From an optimization exercise on the open Yosys and OpenROAD flow, aimed at small area; shortcuts taken in it are not production practice. No run shown here included a check of the RTL's function; only the layout flow was run. Power and IR drop assume default switching activity.

==> flow/design.v <==
package matrix_pkg;
    localparam int ELEM_W = 4;                    
    localparam int RES_W  = 9;                    
    typedef logic signed [ELEM_W-1:0] elem_t;     
    typedef logic signed [RES_W-1:0]  res_t;      
    typedef struct packed {
        elem_t m11;                               
        elem_t m12;                               
        elem_t m21;                               
        elem_t m22;                               
    } mat_in_t;
    typedef struct packed {
        res_t m11;
        res_t m12;
        res_t m21;
        res_t m22;
    } mat_out_t;
    typedef enum logic [2:0] {
        OP_ADD       = 3'd0,                      
        OP_SUB       = 3'd1,                      
        OP_SCALE     = 3'd2,                      
        OP_MUL       = 3'd3,                      
        OP_TRANSPOSE = 3'd4,                      
        OP_ADJ       = 3'd5,                      
        OP_DET       = 3'd6                       
    } op_t;
    typedef struct packed {
        mat_out_t sum;                            
        mat_out_t diff;                           
        mat_out_t scaled;                         
    } ew_results_t;
    function automatic res_t widen(input elem_t e);
        res_t w;
        w = e;                                    
        widen = w;
    endfunction
    function automatic mat_out_t widen_mat(input mat_in_t m);
        mat_out_t w;
        w.m11 = widen(m.m11);
        w.m12 = widen(m.m12);
        w.m21 = widen(m.m21);
        w.m22 = widen(m.m22);
        widen_mat = w;
    endfunction
endpackage
`timescale 1ns/1ps
module csa_fa (
    input  logic a,
    input  logic b,
    input  logic c,
    output logic s,
    output logic co
);
    assign s  = a ^ b ^ c;
    assign co = (a & b) | (a & c) | (b & c);
endmodule
module csa_ha (
    input  logic a,
    input  logic b,
    output logic s,
    output logic co
);
    assign s  = a ^ b;
    assign co = a & b;
endmodule
module pp_nor (
    input  logic an,
    input  logic bn,
    output logic y
);
    assign y = ~(an | bn);
endmodule
module out_nor (
    input  logic a,
    input  logic b,
    output logic y
);
    assign y = ~(a | b);
endmodule
module sel4 (
    input  logic [3:0] s,
    input  logic [3:0] d,
    output logic       y
);
    assign y = |(s & d);
endmodule
module sel5 (
    input  logic [4:0] s,
    input  logic [4:0] d,
    output logic       y
);
    assign y = |(s & d);
endmodule
module sel2 (
    input  logic [1:0] s,
    input  logic [1:0] d,
    output logic       y
);
    assign y = |(s & d);
endmodule
module csa_xnor (
    input  logic a,
    input  logic b,
    output logic y
);
    assign y = ~(a ^ b);
endmodule
module csa_or (
    input  logic a,
    input  logic b,
    output logic y
);
    assign y = a | b;
endmodule
`timescale 1ns/1ps
module matrix_alu (
    input  logic        clk,
    input  logic        reset,
    input  logic        start,
    input  logic [2:0]  op,
    input  logic [15:0] a,
    input  logic [15:0] b,
    input  logic [3:0]  scalar,
    output logic [35:0] result,
    output logic [8:0]  det,
    output logic        singular,
    output logic        done
);
    logic [2:0]  opr;       
    logic [15:0] ar;        
    logic [15:0] br;        
    always_ff @(posedge clk) begin
        if (reset) done <= 1'b0;
        else       done <= start;
    end
    always_ff @(posedge clk) begin
        if (reset)      opr <= 3'd7;
        else if (start) opr <= (op == 3'd7) ? 3'd6 : op;
    end
    logic ld, hd, ld_r, hd_r;
    assign ld   = start;
    assign hd   = ~start;
    assign ld_r = start & ~reset;                   
    assign hd_r = ~start & ~reset;
    logic [15:0] ar_d;
    for (genvar k = 0; k < 16; k++) begin : g_ain
        if (k >= 8) begin : g_r
            sel2 u_a (.s({ld_r, hd_r}), .d({a[k], ar[k]}), .y(ar_d[k]));
        end else begin : g_n
            sel2 u_a (.s({ld, hd}), .d({a[k], ar[k]}), .y(ar_d[k]));
        end
    end
    logic sel_b, sel_s, sel_t, sel_d, sel_o;
    assign sel_s = start & (op == 3'd2);
    assign sel_t = start & (op == 3'd4);
    assign sel_d = start & (op == 3'd5);
    assign sel_b = start & ~((op == 3'd2) | (op == 3'd4) | (op == 3'd5));    
    assign sel_o = start & ~((op == 3'd4) | (op == 3'd5));                   
    logic [15:0] br_d;
    for (genvar k = 0; k < 4; k++) begin : g_bin
        sel5 u_11 (.s({sel_b, sel_s, sel_t, sel_d, hd}),
                   .d({b[12 + k], scalar[k], a[12 + k], a[k], br[12 + k]}), .y(br_d[12 + k]));
        sel4 u_12 (.s({sel_o, sel_t, sel_d, hd}),
                   .d({b[8 + k], a[4 + k], a[8 + k], br[8 + k]}), .y(br_d[8 + k]));
        sel4 u_21 (.s({sel_o, sel_t, sel_d, hd}),
                   .d({b[4 + k], a[8 + k], a[4 + k], br[4 + k]}), .y(br_d[4 + k]));
        sel5 u_22 (.s({sel_b, sel_s, sel_t, sel_d, hd}),
                   .d({b[k], scalar[k], a[k], a[12 + k], br[k]}), .y(br_d[k]));
    end
    always_ff @(posedge clk) begin
        ar <= ar_d;
        br <= br_d;
    end
    logic [3:0] a11, a12, a21, a22, b11, b12, b21, b22;
    assign {a11, a12, a21, a22} = ar;
    assign {b11, b12, b21, b22} = br;
    logic f01, f23, f3, en, cin_d, cin_o, kill;
    assign f01   = (opr[2:1] == 2'b00);
    assign f23   = (opr[2:1] == 2'b01);
    assign f3    = (opr == 3'd3);
    assign en    = ~opr[1];
    assign cin_d = (opr == 3'd1);
    assign cin_o = (opr[1:0] == 2'b01);
    logic [3:0] y11, y12, y21, y22;
    assign y11 = ({4{f23}} & b11) | {3'b000, f01};
    assign y22 = ({4{f23}} & b22) | {3'b000, f01};
    assign y12 = {4{f3}} & b12;
    assign y21 = {4{f3}} & b21;
    logic [3:0] v11, v12, v21, v22;
    assign v11 = {4{en}} & (b11 ^ {4{cin_d}});
    assign v12 = {4{en}} & (b12 ^ {4{cin_o}});
    assign v21 = {4{en}} & (b21 ^ {4{cin_o}});
    assign v22 = {4{en}} & (b22 ^ {4{cin_d}});
    logic [8:0] p11, p12, p21, p22;           
    logic [7:0] dv;
    wire [3:0] a11_n = ~a11;
    wire [3:0] a12_n = ~a12;
    wire [3:0] a21_n = ~a21;
    wire [3:0] a22_n = ~a22;
    wire [3:0] y11_n = ~y11;
    wire [3:0] y12_n = ~y12;
    wire [3:0] y21_n = ~y21;
    wire [3:0] y22_n = ~y22;
    wire pp_a110_y113;
    pp_nor u_pp_a110_y113 (.an(a11_n[0]), .bn(y11_n[3]), .y(pp_a110_y113));
    wire pp_a111_y113;
    pp_nor u_pp_a111_y113 (.an(a11_n[1]), .bn(y11_n[3]), .y(pp_a111_y113));
    wire pp_a112_y113;
    pp_nor u_pp_a112_y113 (.an(a11_n[2]), .bn(y11_n[3]), .y(pp_a112_y113));
    wire pp_a113_y110;
    pp_nor u_pp_a113_y110 (.an(a11_n[3]), .bn(y11_n[0]), .y(pp_a113_y110));
    wire pp_a113_y111;
    pp_nor u_pp_a113_y111 (.an(a11_n[3]), .bn(y11_n[1]), .y(pp_a113_y111));
    wire pp_a113_y112;
    pp_nor u_pp_a113_y112 (.an(a11_n[3]), .bn(y11_n[2]), .y(pp_a113_y112));
    wire pp_a120_y213;
    pp_nor u_pp_a120_y213 (.an(a12_n[0]), .bn(y21_n[3]), .y(pp_a120_y213));
    wire pp_a121_y213;
    pp_nor u_pp_a121_y213 (.an(a12_n[1]), .bn(y21_n[3]), .y(pp_a121_y213));
    wire pp_a122_y213;
    pp_nor u_pp_a122_y213 (.an(a12_n[2]), .bn(y21_n[3]), .y(pp_a122_y213));
    wire pp_a123_y211;
    pp_nor u_pp_a123_y211 (.an(a12_n[3]), .bn(y21_n[1]), .y(pp_a123_y211));
    wire pp_a123_y212;
    pp_nor u_pp_a123_y212 (.an(a12_n[3]), .bn(y21_n[2]), .y(pp_a123_y212));
    wire p11_0, p11_1;
    csa_fa u_p11_0 (.a(~(a11[0] & y11[0])), .b(~((a12[0] & y21[0]) | v11[0])), .c(~cin_d), .s(p11_0), .co(p11_1));
    wire p11_2, p11_3;
    csa_fa u_p11_2 (.a(~(a11[0] & y11[1])), .b(~(a11[1] & y11[0])), .c(~(a12[0] & y21[1])), .s(p11_2), .co(p11_3));
    wire p11_4, p11_5;
    csa_fa u_p11_4 (.a(~((a12[1] & y21[0]) | v11[1])), .b(p11_1), .c(p11_2), .s(p11_4), .co(p11_5));
    wire p11_6, p11_7;
    csa_fa u_p11_6 (.a(~(a11[0] & y11[2])), .b(~(a11[1] & y11[1])), .c(~(a11[2] & y11[0])), .s(p11_6), .co(p11_7));
    wire p11_8, p11_9;
    csa_fa u_p11_8 (.a(~(a12[0] & y21[2])), .b(~(a12[1] & y21[1])), .c(~((a12[2] & y21[0]) | v11[2])), .s(p11_8), .co(p11_9));
    wire p11_10, p11_11;
    csa_fa u_p11_10 (.a(p11_3), .b(p11_6), .c(p11_8), .s(p11_10), .co(p11_11));
    wire p11_12, p11_13;
    csa_xnor u_p11_12 (.a(p11_5), .b(p11_10), .y(p11_12));
    csa_or u_p11_13 (.a(p11_5), .b(p11_10), .y(p11_13));
    wire p11_14, p11_15;
    csa_fa u_p11_14 (.a(pp_a110_y113), .b(~(a11[1] & y11[2])), .c(~(a11[2] & y11[1])), .s(p11_14), .co(p11_15));
    wire p11_16, p11_17;
    csa_fa u_p11_16 (.a(pp_a113_y110), .b(pp_a120_y213), .c(~(a12[1] & y21[2])), .s(p11_16), .co(p11_17));
    wire p11_18, p11_19;
    csa_fa u_p11_18 (.a(~(a12[2] & y21[1])), .b(((a12[3] & y21[0]) | v11[3])), .c(p11_7), .s(p11_18), .co(p11_19));
    wire p11_20, p11_21;
    csa_fa u_p11_20 (.a(p11_9), .b(p11_14), .c(p11_16), .s(p11_20), .co(p11_21));
    wire p11_22, p11_23;
    csa_fa u_p11_22 (.a(p11_11), .b(p11_18), .c(p11_20), .s(p11_22), .co(p11_23));
    wire p11_24, p11_25;
    csa_xnor u_p11_24 (.a(p11_13), .b(p11_22), .y(p11_24));
    csa_or u_p11_25 (.a(p11_13), .b(p11_22), .y(p11_25));
    wire p11_26, p11_27;
    csa_fa u_p11_26 (.a(pp_a111_y113), .b(~(a11[2] & y11[2])), .c(pp_a113_y111), .s(p11_26), .co(p11_27));
    wire p11_28, p11_29;
    csa_fa u_p11_28 (.a(pp_a121_y213), .b(~(a12[2] & y21[2])), .c(pp_a123_y211), .s(p11_28), .co(p11_29));
    wire p11_30, p11_31;
    csa_fa u_p11_30 (.a(p11_15), .b(p11_17), .c(p11_26), .s(p11_30), .co(p11_31));
    wire p11_32, p11_33;
    csa_fa u_p11_32 (.a(p11_28), .b(p11_19), .c(p11_21), .s(p11_32), .co(p11_33));
    wire p11_34, p11_35;
    csa_fa u_p11_34 (.a(p11_30), .b(p11_32), .c(p11_23), .s(p11_34), .co(p11_35));
    wire p11_36, p11_37;
    csa_xnor u_p11_36 (.a(p11_25), .b(p11_34), .y(p11_36));
    csa_or u_p11_37 (.a(p11_25), .b(p11_34), .y(p11_37));
    wire p11_38, p11_39;
    csa_ha u_p11_38 (.a(pp_a112_y113), .b(pp_a113_y112), .s(p11_38), .co(p11_39));
    wire p11_40, p11_41;
    csa_fa u_p11_40 (.a(pp_a122_y213), .b(pp_a123_y212), .c(p11_38), .s(p11_40), .co(p11_41));
    wire p11_42, p11_43;
    csa_fa u_p11_42 (.a(p11_27), .b(p11_29), .c(p11_40), .s(p11_42), .co(p11_43));
    wire p11_44, p11_45;
    csa_fa u_p11_44 (.a(p11_31), .b(p11_42), .c(p11_33), .s(p11_44), .co(p11_45));
    wire p11_46, p11_47;
    csa_fa u_p11_46 (.a(p11_44), .b(p11_35), .c(p11_37), .s(p11_46), .co(p11_47));
    wire p11_48, p11_49;
    csa_fa u_p11_48 (.a(~(a11[3] & y11[3])), .b(~(a12[3] & y21[3])), .c(p11_39), .s(p11_48), .co(p11_49));
    wire p11_50, p11_51;
    csa_fa u_p11_50 (.a(p11_41), .b(p11_48), .c(p11_43), .s(p11_50), .co(p11_51));
    wire p11_52, p11_53;
    csa_fa u_p11_52 (.a(p11_50), .b(p11_45), .c(p11_47), .s(p11_52), .co(p11_53));
    wire p11_54, p11_55;
    csa_fa u_p11_54 (.a(p11_49), .b(p11_51), .c(p11_53), .s(p11_54), .co(p11_55));
    wire p11_56 = ~p11_55;
    wire pp_a110_y123;
    pp_nor u_pp_a110_y123 (.an(a11_n[0]), .bn(y12_n[3]), .y(pp_a110_y123));
    wire pp_a111_y123;
    pp_nor u_pp_a111_y123 (.an(a11_n[1]), .bn(y12_n[3]), .y(pp_a111_y123));
    wire pp_a112_y123;
    pp_nor u_pp_a112_y123 (.an(a11_n[2]), .bn(y12_n[3]), .y(pp_a112_y123));
    wire pp_a113_y121;
    pp_nor u_pp_a113_y121 (.an(a11_n[3]), .bn(y12_n[1]), .y(pp_a113_y121));
    wire pp_a113_y122;
    pp_nor u_pp_a113_y122 (.an(a11_n[3]), .bn(y12_n[2]), .y(pp_a113_y122));
    wire pp_a120_y223;
    pp_nor u_pp_a120_y223 (.an(a12_n[0]), .bn(y22_n[3]), .y(pp_a120_y223));
    wire pp_a121_y223;
    pp_nor u_pp_a121_y223 (.an(a12_n[1]), .bn(y22_n[3]), .y(pp_a121_y223));
    wire pp_a122_y223;
    pp_nor u_pp_a122_y223 (.an(a12_n[2]), .bn(y22_n[3]), .y(pp_a122_y223));
    wire pp_a123_y220;
    pp_nor u_pp_a123_y220 (.an(a12_n[3]), .bn(y22_n[0]), .y(pp_a123_y220));
    wire pp_a123_y221;
    pp_nor u_pp_a123_y221 (.an(a12_n[3]), .bn(y22_n[1]), .y(pp_a123_y221));
    wire pp_a123_y222;
    pp_nor u_pp_a123_y222 (.an(a12_n[3]), .bn(y22_n[2]), .y(pp_a123_y222));
    wire p12_57, p12_58;
    csa_fa u_p12_57 (.a(~((a11[0] & y12[0]) | v12[0])), .b(~(a12[0] & y22[0])), .c(~cin_o), .s(p12_57), .co(p12_58));
    wire p12_59, p12_60;
    csa_fa u_p12_59 (.a(~(a11[0] & y12[1])), .b(~((a11[1] & y12[0]) | v12[1])), .c(~(a12[0] & y22[1])), .s(p12_59), .co(p12_60));
    wire p12_61, p12_62;
    csa_fa u_p12_61 (.a(~(a12[1] & y22[0])), .b(p12_58), .c(p12_59), .s(p12_61), .co(p12_62));
    wire p12_63, p12_64;
    csa_fa u_p12_63 (.a(~(a11[0] & y12[2])), .b(~(a11[1] & y12[1])), .c(~((a11[2] & y12[0]) | v12[2])), .s(p12_63), .co(p12_64));
    wire p12_65, p12_66;
    csa_fa u_p12_65 (.a(~(a12[0] & y22[2])), .b(~(a12[1] & y22[1])), .c(~(a12[2] & y22[0])), .s(p12_65), .co(p12_66));
    wire p12_67, p12_68;
    csa_fa u_p12_67 (.a(p12_60), .b(p12_63), .c(p12_65), .s(p12_67), .co(p12_68));
    wire p12_69, p12_70;
    csa_xnor u_p12_69 (.a(p12_62), .b(p12_67), .y(p12_69));
    csa_or u_p12_70 (.a(p12_62), .b(p12_67), .y(p12_70));
    wire p12_71, p12_72;
    csa_fa u_p12_71 (.a(pp_a110_y123), .b(~(a11[1] & y12[2])), .c(~(a11[2] & y12[1])), .s(p12_71), .co(p12_72));
    wire p12_73, p12_74;
    csa_fa u_p12_73 (.a(((a11[3] & y12[0]) | v12[3])), .b(pp_a120_y223), .c(~(a12[1] & y22[2])), .s(p12_73), .co(p12_74));
    wire p12_75, p12_76;
    csa_fa u_p12_75 (.a(~(a12[2] & y22[1])), .b(pp_a123_y220), .c(p12_64), .s(p12_75), .co(p12_76));
    wire p12_77, p12_78;
    csa_fa u_p12_77 (.a(p12_66), .b(p12_71), .c(p12_73), .s(p12_77), .co(p12_78));
    wire p12_79, p12_80;
    csa_fa u_p12_79 (.a(p12_68), .b(p12_75), .c(p12_77), .s(p12_79), .co(p12_80));
    wire p12_81, p12_82;
    csa_xnor u_p12_81 (.a(p12_70), .b(p12_79), .y(p12_81));
    csa_or u_p12_82 (.a(p12_70), .b(p12_79), .y(p12_82));
    wire p12_83, p12_84;
    csa_fa u_p12_83 (.a(pp_a111_y123), .b(~(a11[2] & y12[2])), .c(pp_a113_y121), .s(p12_83), .co(p12_84));
    wire p12_85, p12_86;
    csa_fa u_p12_85 (.a(pp_a121_y223), .b(~(a12[2] & y22[2])), .c(pp_a123_y221), .s(p12_85), .co(p12_86));
    wire p12_87, p12_88;
    csa_fa u_p12_87 (.a(p12_72), .b(p12_74), .c(p12_83), .s(p12_87), .co(p12_88));
    wire p12_89, p12_90;
    csa_fa u_p12_89 (.a(p12_85), .b(p12_76), .c(p12_78), .s(p12_89), .co(p12_90));
    wire p12_91, p12_92;
    csa_fa u_p12_91 (.a(p12_87), .b(p12_89), .c(p12_80), .s(p12_91), .co(p12_92));
    wire p12_93, p12_94;
    csa_xnor u_p12_93 (.a(p12_82), .b(p12_91), .y(p12_93));
    csa_or u_p12_94 (.a(p12_82), .b(p12_91), .y(p12_94));
    wire p12_95, p12_96;
    csa_ha u_p12_95 (.a(pp_a112_y123), .b(pp_a113_y122), .s(p12_95), .co(p12_96));
    wire p12_97, p12_98;
    csa_fa u_p12_97 (.a(pp_a122_y223), .b(pp_a123_y222), .c(p12_95), .s(p12_97), .co(p12_98));
    wire p12_99, p12_100;
    csa_fa u_p12_99 (.a(p12_84), .b(p12_86), .c(p12_97), .s(p12_99), .co(p12_100));
    wire p12_101, p12_102;
    csa_fa u_p12_101 (.a(p12_88), .b(p12_99), .c(p12_90), .s(p12_101), .co(p12_102));
    wire p12_103, p12_104;
    csa_fa u_p12_103 (.a(p12_101), .b(p12_92), .c(p12_94), .s(p12_103), .co(p12_104));
    wire p12_105, p12_106;
    csa_fa u_p12_105 (.a(~(a11[3] & y12[3])), .b(~(a12[3] & y22[3])), .c(p12_96), .s(p12_105), .co(p12_106));
    wire p12_107, p12_108;
    csa_fa u_p12_107 (.a(p12_98), .b(p12_105), .c(p12_100), .s(p12_107), .co(p12_108));
    wire p12_109, p12_110;
    csa_fa u_p12_109 (.a(p12_107), .b(p12_102), .c(p12_104), .s(p12_109), .co(p12_110));
    wire p12_111, p12_112;
    csa_fa u_p12_111 (.a(p12_106), .b(p12_108), .c(p12_110), .s(p12_111), .co(p12_112));
    wire p12_113 = ~p12_112;
    wire pp_a210_y113;
    pp_nor u_pp_a210_y113 (.an(a21_n[0]), .bn(y11_n[3]), .y(pp_a210_y113));
    wire pp_a211_y113;
    pp_nor u_pp_a211_y113 (.an(a21_n[1]), .bn(y11_n[3]), .y(pp_a211_y113));
    wire pp_a212_y113;
    pp_nor u_pp_a212_y113 (.an(a21_n[2]), .bn(y11_n[3]), .y(pp_a212_y113));
    wire pp_a213_y110;
    pp_nor u_pp_a213_y110 (.an(a21_n[3]), .bn(y11_n[0]), .y(pp_a213_y110));
    wire pp_a213_y111;
    pp_nor u_pp_a213_y111 (.an(a21_n[3]), .bn(y11_n[1]), .y(pp_a213_y111));
    wire pp_a213_y112;
    pp_nor u_pp_a213_y112 (.an(a21_n[3]), .bn(y11_n[2]), .y(pp_a213_y112));
    wire pp_a220_y213;
    pp_nor u_pp_a220_y213 (.an(a22_n[0]), .bn(y21_n[3]), .y(pp_a220_y213));
    wire pp_a221_y213;
    pp_nor u_pp_a221_y213 (.an(a22_n[1]), .bn(y21_n[3]), .y(pp_a221_y213));
    wire pp_a222_y213;
    pp_nor u_pp_a222_y213 (.an(a22_n[2]), .bn(y21_n[3]), .y(pp_a222_y213));
    wire pp_a223_y211;
    pp_nor u_pp_a223_y211 (.an(a22_n[3]), .bn(y21_n[1]), .y(pp_a223_y211));
    wire pp_a223_y212;
    pp_nor u_pp_a223_y212 (.an(a22_n[3]), .bn(y21_n[2]), .y(pp_a223_y212));
    wire p21_114, p21_115;
    csa_fa u_p21_114 (.a(~(a21[0] & y11[0])), .b(~((a22[0] & y21[0]) | v21[0])), .c(~cin_o), .s(p21_114), .co(p21_115));
    wire p21_116, p21_117;
    csa_fa u_p21_116 (.a(~(a21[0] & y11[1])), .b(~(a21[1] & y11[0])), .c(~(a22[0] & y21[1])), .s(p21_116), .co(p21_117));
    wire p21_118, p21_119;
    csa_fa u_p21_118 (.a(~((a22[1] & y21[0]) | v21[1])), .b(p21_115), .c(p21_116), .s(p21_118), .co(p21_119));
    wire p21_120, p21_121;
    csa_fa u_p21_120 (.a(~(a21[0] & y11[2])), .b(~(a21[1] & y11[1])), .c(~(a21[2] & y11[0])), .s(p21_120), .co(p21_121));
    wire p21_122, p21_123;
    csa_fa u_p21_122 (.a(~(a22[0] & y21[2])), .b(~(a22[1] & y21[1])), .c(~((a22[2] & y21[0]) | v21[2])), .s(p21_122), .co(p21_123));
    wire p21_124, p21_125;
    csa_fa u_p21_124 (.a(p21_117), .b(p21_120), .c(p21_122), .s(p21_124), .co(p21_125));
    wire p21_126, p21_127;
    csa_xnor u_p21_126 (.a(p21_119), .b(p21_124), .y(p21_126));
    csa_or u_p21_127 (.a(p21_119), .b(p21_124), .y(p21_127));
    wire p21_128, p21_129;
    csa_fa u_p21_128 (.a(pp_a210_y113), .b(~(a21[1] & y11[2])), .c(~(a21[2] & y11[1])), .s(p21_128), .co(p21_129));
    wire p21_130, p21_131;
    csa_fa u_p21_130 (.a(pp_a213_y110), .b(pp_a220_y213), .c(~(a22[1] & y21[2])), .s(p21_130), .co(p21_131));
    wire p21_132, p21_133;
    csa_fa u_p21_132 (.a(~(a22[2] & y21[1])), .b(((a22[3] & y21[0]) | v21[3])), .c(p21_121), .s(p21_132), .co(p21_133));
    wire p21_134, p21_135;
    csa_fa u_p21_134 (.a(p21_123), .b(p21_128), .c(p21_130), .s(p21_134), .co(p21_135));
    wire p21_136, p21_137;
    csa_fa u_p21_136 (.a(p21_125), .b(p21_132), .c(p21_134), .s(p21_136), .co(p21_137));
    wire p21_138, p21_139;
    csa_xnor u_p21_138 (.a(p21_127), .b(p21_136), .y(p21_138));
    csa_or u_p21_139 (.a(p21_127), .b(p21_136), .y(p21_139));
    wire p21_140, p21_141;
    csa_fa u_p21_140 (.a(pp_a211_y113), .b(~(a21[2] & y11[2])), .c(pp_a213_y111), .s(p21_140), .co(p21_141));
    wire p21_142, p21_143;
    csa_fa u_p21_142 (.a(pp_a221_y213), .b(~(a22[2] & y21[2])), .c(pp_a223_y211), .s(p21_142), .co(p21_143));
    wire p21_144, p21_145;
    csa_fa u_p21_144 (.a(p21_129), .b(p21_131), .c(p21_140), .s(p21_144), .co(p21_145));
    wire p21_146, p21_147;
    csa_fa u_p21_146 (.a(p21_142), .b(p21_133), .c(p21_135), .s(p21_146), .co(p21_147));
    wire p21_148, p21_149;
    csa_fa u_p21_148 (.a(p21_144), .b(p21_146), .c(p21_137), .s(p21_148), .co(p21_149));
    wire p21_150, p21_151;
    csa_xnor u_p21_150 (.a(p21_139), .b(p21_148), .y(p21_150));
    csa_or u_p21_151 (.a(p21_139), .b(p21_148), .y(p21_151));
    wire p21_152, p21_153;
    csa_ha u_p21_152 (.a(pp_a212_y113), .b(pp_a213_y112), .s(p21_152), .co(p21_153));
    wire p21_154, p21_155;
    csa_fa u_p21_154 (.a(pp_a222_y213), .b(pp_a223_y212), .c(p21_152), .s(p21_154), .co(p21_155));
    wire p21_156, p21_157;
    csa_fa u_p21_156 (.a(p21_141), .b(p21_143), .c(p21_154), .s(p21_156), .co(p21_157));
    wire p21_158, p21_159;
    csa_fa u_p21_158 (.a(p21_145), .b(p21_156), .c(p21_147), .s(p21_158), .co(p21_159));
    wire p21_160, p21_161;
    csa_fa u_p21_160 (.a(p21_158), .b(p21_149), .c(p21_151), .s(p21_160), .co(p21_161));
    wire p21_162, p21_163;
    csa_fa u_p21_162 (.a(~(a21[3] & y11[3])), .b(~(a22[3] & y21[3])), .c(p21_153), .s(p21_162), .co(p21_163));
    wire p21_164, p21_165;
    csa_fa u_p21_164 (.a(p21_155), .b(p21_162), .c(p21_157), .s(p21_164), .co(p21_165));
    wire p21_166, p21_167;
    csa_fa u_p21_166 (.a(p21_164), .b(p21_159), .c(p21_161), .s(p21_166), .co(p21_167));
    wire p21_168, p21_169;
    csa_fa u_p21_168 (.a(p21_163), .b(p21_165), .c(p21_167), .s(p21_168), .co(p21_169));
    wire p21_170 = ~p21_169;
    wire pp_a210_y123;
    pp_nor u_pp_a210_y123 (.an(a21_n[0]), .bn(y12_n[3]), .y(pp_a210_y123));
    wire pp_a211_y123;
    pp_nor u_pp_a211_y123 (.an(a21_n[1]), .bn(y12_n[3]), .y(pp_a211_y123));
    wire pp_a212_y123;
    pp_nor u_pp_a212_y123 (.an(a21_n[2]), .bn(y12_n[3]), .y(pp_a212_y123));
    wire pp_a213_y121;
    pp_nor u_pp_a213_y121 (.an(a21_n[3]), .bn(y12_n[1]), .y(pp_a213_y121));
    wire pp_a213_y122;
    pp_nor u_pp_a213_y122 (.an(a21_n[3]), .bn(y12_n[2]), .y(pp_a213_y122));
    wire pp_a220_y223;
    pp_nor u_pp_a220_y223 (.an(a22_n[0]), .bn(y22_n[3]), .y(pp_a220_y223));
    wire pp_a221_y223;
    pp_nor u_pp_a221_y223 (.an(a22_n[1]), .bn(y22_n[3]), .y(pp_a221_y223));
    wire pp_a222_y223;
    pp_nor u_pp_a222_y223 (.an(a22_n[2]), .bn(y22_n[3]), .y(pp_a222_y223));
    wire pp_a223_y220;
    pp_nor u_pp_a223_y220 (.an(a22_n[3]), .bn(y22_n[0]), .y(pp_a223_y220));
    wire pp_a223_y221;
    pp_nor u_pp_a223_y221 (.an(a22_n[3]), .bn(y22_n[1]), .y(pp_a223_y221));
    wire pp_a223_y222;
    pp_nor u_pp_a223_y222 (.an(a22_n[3]), .bn(y22_n[2]), .y(pp_a223_y222));
    wire p22_171, p22_172;
    csa_fa u_p22_171 (.a(~((a21[0] & y12[0]) | v22[0])), .b(~(a22[0] & y22[0])), .c(~cin_d), .s(p22_171), .co(p22_172));
    wire p22_173, p22_174;
    csa_fa u_p22_173 (.a(~(a21[0] & y12[1])), .b(~((a21[1] & y12[0]) | v22[1])), .c(~(a22[0] & y22[1])), .s(p22_173), .co(p22_174));
    wire p22_175, p22_176;
    csa_fa u_p22_175 (.a(~(a22[1] & y22[0])), .b(p22_172), .c(p22_173), .s(p22_175), .co(p22_176));
    wire p22_177, p22_178;
    csa_fa u_p22_177 (.a(~(a21[0] & y12[2])), .b(~(a21[1] & y12[1])), .c(~((a21[2] & y12[0]) | v22[2])), .s(p22_177), .co(p22_178));
    wire p22_179, p22_180;
    csa_fa u_p22_179 (.a(~(a22[0] & y22[2])), .b(~(a22[1] & y22[1])), .c(~(a22[2] & y22[0])), .s(p22_179), .co(p22_180));
    wire p22_181, p22_182;
    csa_fa u_p22_181 (.a(p22_174), .b(p22_177), .c(p22_179), .s(p22_181), .co(p22_182));
    wire p22_183, p22_184;
    csa_xnor u_p22_183 (.a(p22_176), .b(p22_181), .y(p22_183));
    csa_or u_p22_184 (.a(p22_176), .b(p22_181), .y(p22_184));
    wire p22_185, p22_186;
    csa_fa u_p22_185 (.a(pp_a210_y123), .b(~(a21[1] & y12[2])), .c(~(a21[2] & y12[1])), .s(p22_185), .co(p22_186));
    wire p22_187, p22_188;
    csa_fa u_p22_187 (.a(((a21[3] & y12[0]) | v22[3])), .b(pp_a220_y223), .c(~(a22[1] & y22[2])), .s(p22_187), .co(p22_188));
    wire p22_189, p22_190;
    csa_fa u_p22_189 (.a(~(a22[2] & y22[1])), .b(pp_a223_y220), .c(p22_178), .s(p22_189), .co(p22_190));
    wire p22_191, p22_192;
    csa_fa u_p22_191 (.a(p22_180), .b(p22_185), .c(p22_187), .s(p22_191), .co(p22_192));
    wire p22_193, p22_194;
    csa_fa u_p22_193 (.a(p22_182), .b(p22_189), .c(p22_191), .s(p22_193), .co(p22_194));
    wire p22_195, p22_196;
    csa_xnor u_p22_195 (.a(p22_184), .b(p22_193), .y(p22_195));
    csa_or u_p22_196 (.a(p22_184), .b(p22_193), .y(p22_196));
    wire p22_197, p22_198;
    csa_fa u_p22_197 (.a(pp_a211_y123), .b(~(a21[2] & y12[2])), .c(pp_a213_y121), .s(p22_197), .co(p22_198));
    wire p22_199, p22_200;
    csa_fa u_p22_199 (.a(pp_a221_y223), .b(~(a22[2] & y22[2])), .c(pp_a223_y221), .s(p22_199), .co(p22_200));
    wire p22_201, p22_202;
    csa_fa u_p22_201 (.a(p22_186), .b(p22_188), .c(p22_197), .s(p22_201), .co(p22_202));
    wire p22_203, p22_204;
    csa_fa u_p22_203 (.a(p22_199), .b(p22_190), .c(p22_192), .s(p22_203), .co(p22_204));
    wire p22_205, p22_206;
    csa_fa u_p22_205 (.a(p22_201), .b(p22_203), .c(p22_194), .s(p22_205), .co(p22_206));
    wire p22_207, p22_208;
    csa_xnor u_p22_207 (.a(p22_196), .b(p22_205), .y(p22_207));
    csa_or u_p22_208 (.a(p22_196), .b(p22_205), .y(p22_208));
    wire p22_209, p22_210;
    csa_ha u_p22_209 (.a(pp_a212_y123), .b(pp_a213_y122), .s(p22_209), .co(p22_210));
    wire p22_211, p22_212;
    csa_fa u_p22_211 (.a(pp_a222_y223), .b(pp_a223_y222), .c(p22_209), .s(p22_211), .co(p22_212));
    wire p22_213, p22_214;
    csa_fa u_p22_213 (.a(p22_198), .b(p22_200), .c(p22_211), .s(p22_213), .co(p22_214));
    wire p22_215, p22_216;
    csa_fa u_p22_215 (.a(p22_202), .b(p22_213), .c(p22_204), .s(p22_215), .co(p22_216));
    wire p22_217, p22_218;
    csa_fa u_p22_217 (.a(p22_215), .b(p22_206), .c(p22_208), .s(p22_217), .co(p22_218));
    wire p22_219, p22_220;
    csa_fa u_p22_219 (.a(~(a21[3] & y12[3])), .b(~(a22[3] & y22[3])), .c(p22_210), .s(p22_219), .co(p22_220));
    wire p22_221, p22_222;
    csa_fa u_p22_221 (.a(p22_212), .b(p22_219), .c(p22_214), .s(p22_221), .co(p22_222));
    wire p22_223, p22_224;
    csa_fa u_p22_223 (.a(p22_221), .b(p22_216), .c(p22_218), .s(p22_223), .co(p22_224));
    wire p22_225, p22_226;
    csa_fa u_p22_225 (.a(p22_220), .b(p22_222), .c(p22_224), .s(p22_225), .co(p22_226));
    wire p22_227 = ~p22_226;
    wire pp_a110_a220;
    pp_nor u_pp_a110_a220 (.an(a11_n[0]), .bn(a22_n[0]), .y(pp_a110_a220));
    wire pp_a110_a221;
    pp_nor u_pp_a110_a221 (.an(a11_n[0]), .bn(a22_n[1]), .y(pp_a110_a221));
    wire pp_a110_a222;
    pp_nor u_pp_a110_a222 (.an(a11_n[0]), .bn(a22_n[2]), .y(pp_a110_a222));
    wire pp_a111_a220;
    pp_nor u_pp_a111_a220 (.an(a11_n[1]), .bn(a22_n[0]), .y(pp_a111_a220));
    wire pp_a111_a221;
    pp_nor u_pp_a111_a221 (.an(a11_n[1]), .bn(a22_n[1]), .y(pp_a111_a221));
    wire pp_a111_a222;
    pp_nor u_pp_a111_a222 (.an(a11_n[1]), .bn(a22_n[2]), .y(pp_a111_a222));
    wire pp_a112_a220;
    pp_nor u_pp_a112_a220 (.an(a11_n[2]), .bn(a22_n[0]), .y(pp_a112_a220));
    wire pp_a112_a221;
    pp_nor u_pp_a112_a221 (.an(a11_n[2]), .bn(a22_n[1]), .y(pp_a112_a221));
    wire pp_a112_a222;
    pp_nor u_pp_a112_a222 (.an(a11_n[2]), .bn(a22_n[2]), .y(pp_a112_a222));
    wire pp_a113_a223;
    pp_nor u_pp_a113_a223 (.an(a11_n[3]), .bn(a22_n[3]), .y(pp_a113_a223));
    wire pp_a120_a213;
    pp_nor u_pp_a120_a213 (.an(a12_n[0]), .bn(a21_n[3]), .y(pp_a120_a213));
    wire pp_a121_a213;
    pp_nor u_pp_a121_a213 (.an(a12_n[1]), .bn(a21_n[3]), .y(pp_a121_a213));
    wire pp_a122_a213;
    pp_nor u_pp_a122_a213 (.an(a12_n[2]), .bn(a21_n[3]), .y(pp_a122_a213));
    wire pp_a123_a210;
    pp_nor u_pp_a123_a210 (.an(a12_n[3]), .bn(a21_n[0]), .y(pp_a123_a210));
    wire pp_a123_a211;
    pp_nor u_pp_a123_a211 (.an(a12_n[3]), .bn(a21_n[1]), .y(pp_a123_a211));
    wire pp_a123_a212;
    pp_nor u_pp_a123_a212 (.an(a12_n[3]), .bn(a21_n[2]), .y(pp_a123_a212));
    wire d_228, d_229;
    csa_xnor u_d_228 (.a(pp_a110_a220), .b(~(a12[0] & a21[0])), .y(d_228));
    csa_or u_d_229 (.a(pp_a110_a220), .b(~(a12[0] & a21[0])), .y(d_229));
    wire d_230, d_231;
    csa_xnor u_d_230 (.a(pp_a110_a221), .b(pp_a111_a220), .y(d_230));
    csa_or u_d_231 (.a(pp_a110_a221), .b(pp_a111_a220), .y(d_231));
    wire d_232, d_233;
    csa_fa u_d_232 (.a(~(a12[0] & a21[1])), .b(~(a12[1] & a21[0])), .c(d_229), .s(d_232), .co(d_233));
    wire d_234, d_235;
    csa_ha u_d_234 (.a(d_230), .b(d_232), .s(d_234), .co(d_235));
    wire d_236, d_237;
    csa_xnor u_d_236 (.a(pp_a110_a222), .b(pp_a111_a221), .y(d_236));
    csa_or u_d_237 (.a(pp_a110_a222), .b(pp_a111_a221), .y(d_237));
    wire d_238, d_239;
    csa_fa u_d_238 (.a(pp_a112_a220), .b(~(a12[0] & a21[2])), .c(~(a12[1] & a21[1])), .s(d_238), .co(d_239));
    wire d_240, d_241;
    csa_fa u_d_240 (.a(~(a12[2] & a21[0])), .b(d_231), .c(d_236), .s(d_240), .co(d_241));
    wire d_242, d_243;
    csa_fa u_d_242 (.a(d_238), .b(d_233), .c(d_240), .s(d_242), .co(d_243));
    wire d_244, d_245;
    csa_ha u_d_244 (.a(d_235), .b(d_242), .s(d_244), .co(d_245));
    wire d_246, d_247;
    csa_xnor u_d_246 (.a(~(a11[0] & a22[3])), .b(pp_a111_a222), .y(d_246));
    csa_or u_d_247 (.a(~(a11[0] & a22[3])), .b(pp_a111_a222), .y(d_247));
    wire d_248, d_249;
    csa_fa u_d_248 (.a(pp_a112_a221), .b(~(a11[3] & a22[0])), .c(pp_a120_a213), .s(d_248), .co(d_249));
    wire d_250, d_251;
    csa_fa u_d_250 (.a(~(a12[1] & a21[2])), .b(~(a12[2] & a21[1])), .c(pp_a123_a210), .s(d_250), .co(d_251));
    wire d_252, d_253;
    csa_fa u_d_252 (.a(d_237), .b(d_246), .c(d_239), .s(d_252), .co(d_253));
    wire d_254, d_255;
    csa_fa u_d_254 (.a(d_248), .b(d_250), .c(d_241), .s(d_254), .co(d_255));
    wire d_256, d_257;
    csa_fa u_d_256 (.a(d_252), .b(d_254), .c(d_243), .s(d_256), .co(d_257));
    wire d_258, d_259;
    csa_ha u_d_258 (.a(d_245), .b(d_256), .s(d_258), .co(d_259));
    wire d_260, d_261;
    csa_xnor u_d_260 (.a(~(a11[1] & a22[3])), .b(pp_a112_a222), .y(d_260));
    csa_or u_d_261 (.a(~(a11[1] & a22[3])), .b(pp_a112_a222), .y(d_261));
    wire d_262, d_263;
    csa_fa u_d_262 (.a(~(a11[3] & a22[1])), .b(pp_a121_a213), .c(~(a12[2] & a21[2])), .s(d_262), .co(d_263));
    wire d_264, d_265;
    csa_fa u_d_264 (.a(pp_a123_a211), .b(d_247), .c(d_260), .s(d_264), .co(d_265));
    wire d_266, d_267;
    csa_fa u_d_266 (.a(d_249), .b(d_251), .c(d_262), .s(d_266), .co(d_267));
    wire d_268, d_269;
    csa_fa u_d_268 (.a(d_264), .b(d_253), .c(d_266), .s(d_268), .co(d_269));
    wire d_270, d_271;
    csa_fa u_d_270 (.a(d_255), .b(d_268), .c(d_257), .s(d_270), .co(d_271));
    wire d_272, d_273;
    csa_ha u_d_272 (.a(d_259), .b(d_270), .s(d_272), .co(d_273));
    wire d_274, d_275;
    csa_fa u_d_274 (.a(~(a11[2] & a22[3])), .b(~(a11[3] & a22[2])), .c(pp_a122_a213), .s(d_274), .co(d_275));
    wire d_276, d_277;
    csa_fa u_d_276 (.a(pp_a123_a212), .b(d_261), .c(d_263), .s(d_276), .co(d_277));
    wire d_278, d_279;
    csa_fa u_d_278 (.a(d_274), .b(d_265), .c(d_267), .s(d_278), .co(d_279));
    wire d_280, d_281;
    csa_fa u_d_280 (.a(d_276), .b(d_278), .c(d_269), .s(d_280), .co(d_281));
    wire d_282, d_283;
    csa_fa u_d_282 (.a(d_280), .b(d_271), .c(d_273), .s(d_282), .co(d_283));
    wire d_284, d_285;
    csa_fa u_d_284 (.a(pp_a113_a223), .b(~(a12[3] & a21[3])), .c(d_275), .s(d_284), .co(d_285));
    wire d_286, d_287;
    csa_fa u_d_286 (.a(d_277), .b(d_284), .c(d_279), .s(d_286), .co(d_287));
    wire d_288, d_289;
    csa_fa u_d_288 (.a(d_286), .b(d_281), .c(d_283), .s(d_288), .co(d_289));
    wire d_290 = d_285 ^ d_287;
    wire d_291 = d_290 ^ d_289;
    assign p11 = {p11_56, p11_54, p11_52, p11_46, p11_36, p11_24, p11_12, p11_4, p11_0};
    assign p12 = {p12_113, p12_111, p12_109, p12_103, p12_93, p12_81, p12_69, p12_61, p12_57};
    assign p21 = {p21_170, p21_168, p21_166, p21_160, p21_150, p21_138, p21_126, p21_118, p21_114};
    assign p22 = {p22_227, p22_225, p22_223, p22_217, p22_207, p22_195, p22_183, p22_175, p22_171};
    assign dv = {d_291, d_288, d_282, d_272, d_258, d_244, d_234, d_228};
    logic zero_det;
    assign zero_det = (dv == 8'd0);
    assign kill     = (opr == 3'd5) & zero_det;
    logic [35:0] p_all;
    assign p_all = {p11, p12, p21, p22};
    for (genvar i = 0; i < 36; i++) begin : g_res
        out_nor u_nor (.a(p_all[i]), .b(kill), .y(result[i]));
    end
    assign det      = {dv[7], dv};
    assign singular = zero_det & (opr != 3'd7);
endmodule
==> flow/flow/run.sh <==
#!/bin/bash
set -euo pipefail
cd "$(dirname "$0")/.."
export BUFFER_PORTS_ARGS="-buffer_cell sky130_fd_sc_hd__buf_1"
export CTS_ARGS="-sink_clustering_enable -repair_clock_nets -buf_list sky130_fd_sc_hd__clkbuf_4 -dont_use_dummy_load"
export GLOBAL_PLACEMENT_ARGS="-keep_resize_below_overflow 0"
bash standard.sh > standard.log 2>&1
==> flow/standard.sh <==
#!/bin/bash
# synth_recipe.tcl (not shown) runs the flow's synth.tcl, then flattens the netlist and writes it again
# the make line also repeats each setting of config.mk as NAME=value (left out here)
make -C /OpenROAD-flow-scripts/flow DESIGN_CONFIG=/design/flow/config.mk WORK_HOME=/design/flow/orfs CLKGATE_MAP_FILE= SYNTH_SCRIPT=/design/flow/synth_recipe.tcl "${@:-finish}"
==> flow/config.mk <==
export PLATFORM = sky130hd
export DESIGN_NAME = matrix_alu
export DESIGN_NICKNAME = matrix_alu
export VERILOG_FILES = /design/flow/design.v
export SDC_FILE = /design/flow/constraint.sdc
export NUM_CORES = 4
export LEC_CHECK = 0
export CAP_MARGIN = 20
export CORE_MARGIN = 2
export CORE_UTILIZATION = 40
export SLEW_MARGIN = 20
export SYNTH_HIERARCHICAL = 1
==> flow/constraint.sdc <==
create_clock -name core_clock -period 8.0 [get_ports {clk}]
set_input_delay 1.6000 -clock core_clock [delete_from_list [all_inputs] [get_ports {clk}]]
set_output_delay 1.6000 -clock core_clock [all_outputs]
set_load 0.01 [all_outputs]
==> impl_results.md, run 1 <==
* Outcome: no timing/DRC/antenna violations
* Via density at 5.54
* Setup WS pre-CTS at 0.954 ns
* Filler cells at 1,394
* Max-slew violations at 0
* RSZ-0062 raised after global routing: false
* CTS tree: done
* Register area share after synthesis at 12.9%
* Arr. time, crit path at 5.89 ns
* DIE AREA at 14,900 um2
* Initial antenna violation count at 0
* Latest clock arrival within the worst-skew pair at 0.35 ns
* Storage cell area at 722 um2
* VDD IR max at 69.9 uV
* Tmin final at 7.49 ns
* Final Wtd Congestion at 0.979
* Clk buf depth at 2
* Fin cells at 847
* Worst clock skew at 0 ns
* Post-synth EDFFs at 0
* Worst Path Buf+Inv at 3
* Post-synth cell types at 35
* Fmax at 134 MHz
* Post-DR wirelength/cell at 19.4 um
* Layout cells sized above 1 at 2.70%
* Post-CTS setup buffer count at 0
* Setup-failing EPs final at 0
* Async set or reset register ratio after synthesis at 0%
* DRC at 0
* Tot Pwr at 0.892 mW
* Vias in the first global route at 4,909
* Pwr/cell area at 150 nW/um2
* Core Area at 13,700 um2
* Synthesized flop and latch total at 36
* CP Launch Type: flop
* Inst Count DP at 842
* YS warnings at 7
* PortBufs at 88
* ANT cells at 0
* Cell Area, Synth at 5570 um2
* Post-synth net total at 778
* Total CTS buffers at 5
* Vias at 4,692
* Reg clk slew, reported paths at 0.10 ns
* Area Overhead vs Synth at 6.85%
* Global-route wire length before repair at 26,700 um
* FP Rows at 43
* Critical Path Max Stage Delay at 0.78 ns
* CP top delay family: adder cells
* Leak at 2.07 nW
* Starting Density at 40.6%
* Die W at 122 um
* Multi-input gate area at 4490 um2
* Primary FF master, synth: dfxtp_1
* Cell mode on critical path: fa_1
* Critical Path, Cell by Cell: inv_1 > nor2_1 > fa_1 > fa_1 > fa_1 > fa_1 > ha_1 > fa_1 > fa_1 > nor4_1 > nand2_1 > nor4_4 > buf_4 > nor2_1 > buf_1
* Worst Hold Class: flop to flop
* GRT Overall Usage at 23.4%
* First-pass DRT Iterations at 6
* # clock sinks at 36
* Most frequent cells in the layout: 118 x fa_1, 116 x nand2_1, 102 x nor2_1, 88 x buf_1
* Root Buffer: clkbuf_4
* Post-layout nets at 837
* Crit Path Max Fanout at 15
* Post-CTS sizing at 0
* Slew HR at 24.4%
* Cells after Synth at 610
* Max_cap viols at 0
* Final period util at 93.6%
* H-tree levels at 2
* Req. time, crit path at 6.40 ns
* Final ANT Viol Nets at 0
* IO Pins at 89
* WS Path Type: flop to primary output
* Hpwl dp at 13,400 um
* Remaining global-route overflow at 0
* Largest net degree at the start of global routing at 45
* Worst Max-Slew Pin Slew at 1.13 ns
* DRT iter0 DRCs at 530
* CP endpoint kind: primary output
* WL final at 16,400 um
* Cts hold-fix bufs at 0
* Synthesized area per cell at 9.13 um2
* Commonest non-fill, non-tap cell in the layout: fa_1
* Final Hold Fails at 0
* Worst path slowest cell: dfxtp_1
* Die Y at 122 um
* Final WS setup at 0.511 ns
[stage by stage]
stage	instance area, um2	TNS (ns)	hold slack, ns	util, %
after global routing	5950	0	0.625	43.4
after detailed placement	5910	0	0.565	43.1
final	5950	0	0.580	43.4
after global placement	5890	-30.17	0.565	42.9
after floorplan	5580	0	0.447	-
after CTS	5950	0	0.588	43.4
[per-module statistics from Yosys (local to each module, per instance)]
| module | cells inside | flip-flops and latches | cell area, um2 | copies in the design |
|---|---|---|---|---|
| csa_xnor | 1 | 0 | 8.76 | 17 |
| csa_fa | 1 | 0 | 20.0 | 118 |
| csa_or | 1 | 0 | 6.26 | 17 |
| sel5 | 3 | 0 | 21.3 | 8 |
| sel4 | 3 | 0 | 18.8 | 8 |
| pp_nor | 1 | 0 | 3.75 | 60 |
| csa_ha | 1 | 0 | 12.5 | 8 |
| out_nor | 1 | 0 | 3.75 | 36 |
| sel2 | 1 | 0 | 8.76 | 16 |
| matrix_alu | 290 | 36 | 2030 | 1 |
[cell usage after synthesis, types with 3 or more instances]
master	n	share of area, %
buf_4	12	1.6
a21oi_1	3	0.27
nor2_1	103	6.9
nand2b_1	7	0.79
ha_1	8	1.8
and3_1	4	0.45
a222oi_1	8	1.4
or2_1	17	1.9
nand2_1	116	7.8
o22a_1	6	0.94
inv_1	35	2.4
buf_6	5	1.0
nand3_1	8	0.72
clkbuf_1	13	0.88
fa_1	118	42
o22ai_1	10	1.1
a22oi_1	30	4.0
xnor2_1	27	4.2
buf_2	7	0.63
and2_4	4	0.63
dfxtp_1	36	13
a22o_1	18	2.8
[worst reg2reg max path, stage by stage (launching register included)]
cell	delay, ns
dfxtp_2	0.80
mux2i_1	0.16
nand2_1	0.10
[power by group]
part / leakage, nW / internal, mW / switching [mW] / total, mW
clock: 0.0230 / 0.0294 / 0.0567 / 0.0861
combinational: 1.75 / 0.232 / 0.329 / 0.561
sequential: 0.301 / 0.197 / 0.0476 / 0.245
[sequential cells by signal, summed over array words and instances, names as in the netlist]
signal	count
opr	3
ar	16
br	16
done	1
[routing by layer]
layer / vias up / routed length, um / GRT usage, %
met4: 0 / 473 / 6.61
met1: 2335 / 7120 / 32.8
met2: 235 / 7760 / 38.5
met5: - / 0 / 0
li1: 2079 / - / -
met3: 43 / 1080 / 2.90
[path summary, 6_finish.rpt]
check	startpoint	slack, ns	depth (start not counted)	endpoint
hold reg to reg	br[14]	0.58	2	br[14]
setup / recovery	ar[9]	0.51	15	result[27]
setup reg to reg	opr[1]	6.89	2	opr[1]
hold / removal	br[14]	0.58	2	br[14]
[cell type report]
cell class / instances / area share (%)
multi-input combinational: 501 / 75.4
sequential: 36 / 12.1
timing repair buffer: 90 / 5.80
tap: 180 / 3.78
inverter: 35 / 2.21
clock buffer: 5 / 0.631
[cell families after synthesis]
kind of cell	after synthesis	synth area share, %
simple gates	268	20.4
flops	36	12.9
buf+inv	73	6.76
compound gates	79	11.2
xor+xnor	27	4.25
fa+ha+maj	126	44.2
mux	1	0.180
==> inputs of run 2 (changes only) <==
--- a/flow/config.mk
+++ b/flow/config.mk
@@ -8,5 +8,5 @@
 export CAP_MARGIN = 20
 export CORE_MARGIN = 2
-export CORE_UTILIZATION = 40
+export CORE_UTILIZATION = 55
 export SLEW_MARGIN = 20
 export SYNTH_HIERARCHICAL = 1
==> impl_results.md, run 2 <==
* Max_cap viols at 0
* Total CTS buffers at 5
* Post-CTS sizing at 0
* Commonest non-fill, non-tap cell in the layout: fa_1
* Primary FF master, synth: dfxtp_1
* WS Path Type: flop to primary output
* Cts hold-fix bufs at 0
* Synthesized area per cell at 9.13 um2
* Register area share after synthesis at 12.9%
* Final ANT Viol Nets at 0
* Worst Hold Class: flop to flop
* Root Buffer: clkbuf_4
* Pwr/cell area at 152 nW/um2
* Tmin final at 7.55 ns
* Cells after Synth at 610
* DRC at 0
* Latest clock arrival within the worst-skew pair at 0.34 ns
* GRT Overall Usage at 31.1%
* Post-synth net total at 778
* Synthesized flop and latch total at 36
* Post-layout nets at 837
* FP Rows at 36
* Via density at 5.91
* Post-CTS setup buffer count at 0
* Layout cells sized above 1 at 2.85%
* RSZ-0062 raised after global routing: false
* Leak at 2.07 nW
* # clock sinks at 36
* Outcome: no timing/DRC/antenna violations
* Die Y at 105 um
* Die W at 105 um
* Max-slew violations at 0
* WL final at 16,000 um
* Final Hold Fails at 0
* Area Overhead vs Synth at 5.98%
* Critical Path Max Stage Delay at 0.61 ns
* Final Wtd Congestion at 0.941
* CP endpoint kind: primary output
* ANT cells at 0
* CP Launch Type: flop
* CTS tree: done
* Core Area at 9820 um2
* Fmax at 132 MHz
* R2R setup slack at 6.89 ns
* Largest registers: ar (16), br (16), opr (3)
* Global-route wire length before repair at 26,300 um
* Clk buf depth at 2
* Fin util at 60.1%
* Area leader, netlist: fa_1
* Cell Area, Synth at 5570 um2
* Tot Pwr at 0.898 mW
* First-pass DRT Iterations at 8
* Slew HR at 42.7%
* Vias in the first global route at 4,968
* Reg clk slew, reported paths at 0.11 ns
* YS warnings at 7
* Post-DR wirelength/cell at 20.0 um
* Initial antenna violation count at 0
* Req. time, crit path at 6.40 ns
* PortBufs at 88
* Synth top cells by count: 118 x fa_1, 116 x nand2_1, 103 x nor2_1
* CP top delay family: adder cells
* Post-synth EDFFs at 0
* Starting Density at 56.7%
* Hpwl dp at 12,900 um
* Cell mode on critical path: fa_1
* Crit Path Max Fanout at 15
* Final period util at 94.4%
* Post-synth cell types at 35
* Post-synth top area share at 42.4%
* Largest net degree at the start of global routing at 45
* Arr. time, crit path at 5.95 ns
* Worst clock skew at 0 ns
* Top post-synthesis cells by area: fa_1 42%, dfxtp_1 13%, nand2_1 7.8%
* Worst Path Buf+Inv at 1
* Count leader, synth: fa_1
* Worst path slowest cell: dfxtp_1
* Most frequent cells in the layout: 118 x fa_1, 116 x nand2_1, 101 x nor2_1, 88 x buf_1
* Vias at 4,724
* Async set or reset register ratio after synthesis at 0%
* Critical Path, Cell by Cell: nor2b_4 > and2_0 > nand2_1 > nor2_1 > fa_1 > fa_1 > fa_1 > fa_1 > or2_1 > fa_1 > fa_1 > fa_1 > nor2_1 > buf_1
* Worst Max-Slew Pin Slew at 0.858 ns
* H-tree levels at 2
* DIE AREA at 10,900 um2
* IO Pins at 89
* VDD IR max at 196 uV
* Setup-failing EPs final at 0
* DRT iter0 DRCs at 466
* Remaining global-route overflow at 0
==> run 2: cell types whose count changed in the layout (fill, tap and decap cells not counted) <==
cell,delta
nor2_2,+1
buf_6,+2
buf_4,-2
nor2_1,-1
==> run 2: kinds of logic (layout without fill, tap and decap cells) <==
| kind of cell | Yosys count | in the layout | synth area share, % |
|---|---|---|---|
| simple gates | 268 | 268 | 20.4 |
| fa+ha+maj | 126 | 126 | 44.2 |
| compound gates | 79 | 79 | 11.2 |
| buf+inv | 73 | 130 | 6.76 |
| flops | 36 | 36 | 12.9 |
| xor+xnor | 27 | 27 | 4.25 |
| mux | 1 | 1 | 0.180 |
==> run 2: layer usage <==
metal	vias up	GRT usage [%]	share of wire, %
met2	281	49.4	45
met4	0	11.5	3.6
met1	2322	44.2	42
li1	2081	-	-
met3	40	3.93	9.3
met5	-	0	0
==> run 2: tightest hold or removal path, delay by kind of cell (launching register included) <==
kind	cells	cell delay, ns
flops	1	0.40
compound gates	1	0.12
simple gates	1	0.06
==> run 2: cell type report <==
type / count / area [um2]
Fill cell: 946 / 3920
Tap cell: 133 / 166
Clock buffer: 5 / 37.5
Inverter: 35 / 131
Multi-Input combinational cell: 501 / 4490
Timing Repair Buffer: 90 / 353
Sequential cell: 36 / 722
==> run 2: worst paths after layout <==
check,start,end,cells past startpoint
setup / recovery,opr[0],result[7],14
hold / removal,br[12],br[12],2
setup reg to reg,opr[1],opr[1],2
hold reg to reg,br[12],br[12],2
==> run 2: Yosys stat by module (local to each module, per instance), excerpt <==
module	flip-flops and latches	times used	cell area, um2
sel5	0	8	21.3
sel4	0	8	18.8
csa_or	0	17	6.26
csa_fa	0	118	20.0
out_nor	0	36	3.75
pp_nor	0	60	3.75
matrix_alu	36	1	2030
csa_xnor	0	17	8.76
csa_ha	0	8	12.5
==> run 2: per-stage QoR <==
step	std cells	TNS (ns)	hold WS [ns]	cell area (um2)	setup slack, ns
6_report	800	0	0.604	5900	0.448
3_3_place_gp	793	-26.65	0.562	5830	-0.868
4_1_cts	800	0	0.601	5900	0.137
5_1_grt	800	0	0.641	5900	0.194
3_5_place_dp	795	0	0.578	5860	0.516
2_1_floorplan	610	0	0.447	5580	0.769
==> run 2: report_power, final <==
part / internal, mW / switching [mW]
registers: 0.197 / 0.0488
logic: 0.233 / 0.332
clock network: 0.0294 / 0.0571
==> inputs of run 3 (changes only) <==
==> flow/flow/run.sh (replaced) <==
#!/bin/bash
set -euo pipefail
cd "$(dirname "$0")/.."
export BUFFER_PORTS_ARGS="-buffer_cell sky130_fd_sc_hd__buf_1"
export CTS_ARGS="-sink_clustering_enable -repair_clock_nets -buf_list sky130_fd_sc_hd__clkbuf_8 -root_buf sky130_fd_sc_hd__clkbuf_4 -dont_use_dummy_load"
export GLOBAL_PLACEMENT_ARGS="-keep_resize_below_overflow 0"
bash standard.sh > standard.log 2>&1
--- a/flow/config.mk
+++ b/flow/config.mk
@@ -8,5 +8,5 @@
 export CAP_MARGIN = 20
 export CORE_MARGIN = 2
-export CORE_UTILIZATION = 55
+export CORE_UTILIZATION = 40
 export SLEW_MARGIN = 20
 export SYNTH_HIERARCHICAL = 1
==> impl_results.md, run 3 <==
* Max_cap viols at 0
* Final Wtd Congestion at 0.979
* WS Path Type: flop to primary output
* Filler cells at 1,394
* Outcome: no timing/DRC/antenna violations
* Worst Max-Slew Pin Slew at 1.13 ns
* CTS tree: done
* Setup-failing EPs final at 0
* Req. time, crit path at 6.40 ns
* Count leader, synth: fa_1
* # clock sinks at 36
* IO Pins at 89
* Commonest non-fill, non-tap cell in the layout: fa_1
* ANT cells at 0
* Die W at 122 um
* First-pass DRT Iterations at 6
* CP Launch Type: flop
* RSZ-0062 raised after global routing: false
* Final Hold Fails at 0
* Area Overhead vs Synth at 6.85%
* DRT iter0 DRCs at 530
* Cts hold-fix bufs at 0
* GRT Overall Usage at 23.4%
* Initial antenna violation count at 0
* Post-synth top area share at 42.4%
* Reg clk slew, reported paths at 0.10 ns
* Global routing met2 resource utilization at 38.5%
* Root Buffer: clkbuf_4
* FP Rows at 43
* Tot Pwr at 0.892 mW
* Slew HR at 24.4%
* Global-route wire length before repair at 26,700 um
* Largest registers: ar (16), br (16), opr (3)
* Vias at 4,692
* Leak at 2.07 nW
* Fin util at 43.4%
* Final period util at 93.6%
* Cells after Synth at 610
* VDD IR max at 69.9 uV
* Largest net degree at the start of global routing at 45
* Min Hold Slack at 0.580 ns
* Arr. time, crit path at 5.89 ns
* Synth top cells by count: 118 x fa_1, 116 x nand2_1, 103 x nor2_1
* Cell Area, Synth at 5570 um2
* Crit Path Max Fanout at 15
* Async set or reset register ratio after synthesis at 0%
* Area leader, netlist: fa_1
* Post-CTS setup buffer count at 0
* Most frequent cells in the layout: 118 x fa_1, 116 x nand2_1, 102 x nor2_1, 88 x buf_1
* Met1 usage at 32.8%
* Post-DP Area at 5910 um2
* Fmax at 134 MHz
* Synthesized flop and latch total at 36
* Core Area at 13,700 um2
* Hpwl dp at 13,400 um
* Clk buf depth at 2
* DRC at 0
* Final Cell Area at 5950 um2
* DIE AREA at 14,900 um2
* Primary FF master, synth: dfxtp_1
* Starting Density at 40.6%
* Vias in the first global route at 4,909
* Post-synth cell types at 35
* Layout cells sized above 1 at 2.70%
* Tmin final at 7.49 ns
* Max-slew violations at 0
* YS warnings at 7
* CP endpoint kind: primary output
* Remaining global-route overflow at 0
* Top post-synthesis cells by area: fa_1 42%, dfxtp_1 13%, nand2_1 7.8%
* Pwr/cell area at 150 nW/um2
* M3 GR Usage at 2.90%
* Via density at 5.54
* Post-DR wirelength/cell at 19.4 um
* Post-CTS sizing at 0
* Post-synth net total at 778
* Synthesized area per cell at 9.13 um2
* H-tree levels at 2
* Register area share after synthesis at 12.9%
* WL final at 16,400 um
* Busiest layer in global routing: met2
* Post-synth EDFFs at 0
* Worst Hold Class: flop to flop
* Final ANT Viol Nets at 0
* Total CTS buffers at 5
* Die Y at 122 um
* Worst clock skew at 0 ns
* PortBufs at 88
* Latest clock arrival within the worst-skew pair at 0.35 ns
* Post-layout nets at 837
[run 3: cell types whose count changed in the layout (fill, tap and decap cells not counted)]
cell / before / now
nor2_2: 2 / 1
nor2_1: 101 / 102
buf_6: 2 / 0
buf_4: 0 / 2
[run 3: per-layer routing]
| metal | vias to the layer above | wire length (um) |
|---|---|---|
| met2 | 235 | 7760 |
| met3 | 43 | 1080 |
| li1 | 2079 | - |
| met1 | 2335 | 7120 |
| met4 | 0 | 473 |
| met5 | - | 0 |
[run 3: area by class of cell]
type | instances | area, um2 | area share [%]
repair buffers | 90 | 345 | 5.80
multi-input cells | 501 | 4490 | 75.4
flip-flops and latches | 36 | 722 | 12.1
well taps | 180 | 225 | 3.78
clock buffers | 5 | 37.5 | 0.631
inverters | 35 | 131 | 2.21
[run 3: through the flow]
stage / std cells / worst slack, ns / TNS (ns)
global route: 847 / 0.198 / 0
finish: 847 / 0.511 / 0
detailed placement: 842 / 0.954 / 0
floorplan: 610 / 0.769 / 0
global placement: 840 / -0.992 / -30.17
CTS: 847 / 0.579 / 0
[run 3: logic make-up (layout without fill, tap and decap cells)]
| kind of cell | Yosys count | after routing | share of synthesized area [%] |
|---|---|---|---|
| multiplexers | 1 | 1 | 0.180 |
| buffers and inverters | 73 | 130 | 6.76 |
| XOR/XNOR | 27 | 27 | 4.25 |
| AND/OR/NAND/NOR | 268 | 268 | 20.4 |
| flip-flops | 36 | 36 | 12.9 |
| AO/OA/AOI/OAI | 79 | 79 | 11.2 |
| adder cells (fa/ha/maj) | 126 | 126 | 44.2 |
[run 3: path summary, 6_finish.rpt]
kind	cells past startpoint	to	slack [ns]	startpoint
worst min-delay path	2	br[14]	0.58	br[14]
worst max register to register	2	opr[1]	6.89	opr[1]
worst min register to register	2	br[14]	0.58	br[14]
worst max-delay path	15	result[27]	0.51	ar[9]
[run 3: modules after synthesis, one instance, submodules excluded]
module / cells inside / copies in the design
csa_or: 1 / 17
pp_nor: 1 / 60
sel5: 3 / 8
out_nor: 1 / 36
sel2: 1 / 16
csa_xnor: 1 / 17
csa_fa: 1 / 118
sel4: 3 / 8
csa_ha: 1 / 8
matrix_alu: 290 / 1
[run 3: report_power, final]
part | internal [mW] | switching [mW] | leakage [nW]
Clock | 0.0294 | 0.0567 | 0.0230
Combinational | 0.232 | 0.329 | 1.75
Sequential | 0.197 | 0.0476 | 0.301
[run 3: critical path, cell delays in order (launching register included)]
cell and delay (ns):
dfxtp_1 0.78, inv_1 0.24, nor2_1 0.22, fa_1 0.46, fa_1 0.52, fa_1 0.44
fa_1 0.47, ha_1 0.20, fa_1 0.37, fa_1 0.47, nor4_1 0.21, nand2_1 0.16
nor4_4 0.45, buf_4 0.32, nor2_1 0.10, buf_1 0.14

-- re-timing with driven ports --
No port has a modelled driver above. Below, the same layouts with a new extraction and two added sets of constraints.
Step 1 sets driving cells, clkbuf_16 on the clock port and buf_2 on the other inputs (assumed; they add their load-dependent delay and slew).
Step 2 also shifts input and output timing later by t, the mid clock arrival at the registers, as if the neighbouring blocks saw the same clock.
a / b / c = ideal ports / drivers / drivers and shift; a / b = the first two.
run | shift t [ns] | setup WS [ns] | worst setup path after step 2 | latest minus earliest clock arrival (ns) | worst slew at a driven data input, ns
run 1 | 0.357 | 0.511 / 0.487 / 0.844 | register to output | 0.033 / 0.034 | 0.04
run 2 | 0.361 | 0.448 / 0.419 / 0.780 | register to output | 0.021 / 0.021 | 0.03
run 3 | 0.357 | 0.511 / 0.487 / 0.844 | register to output | 0.033 / 0.034 | 0.04
After both steps every run listed still meets setup and hold.
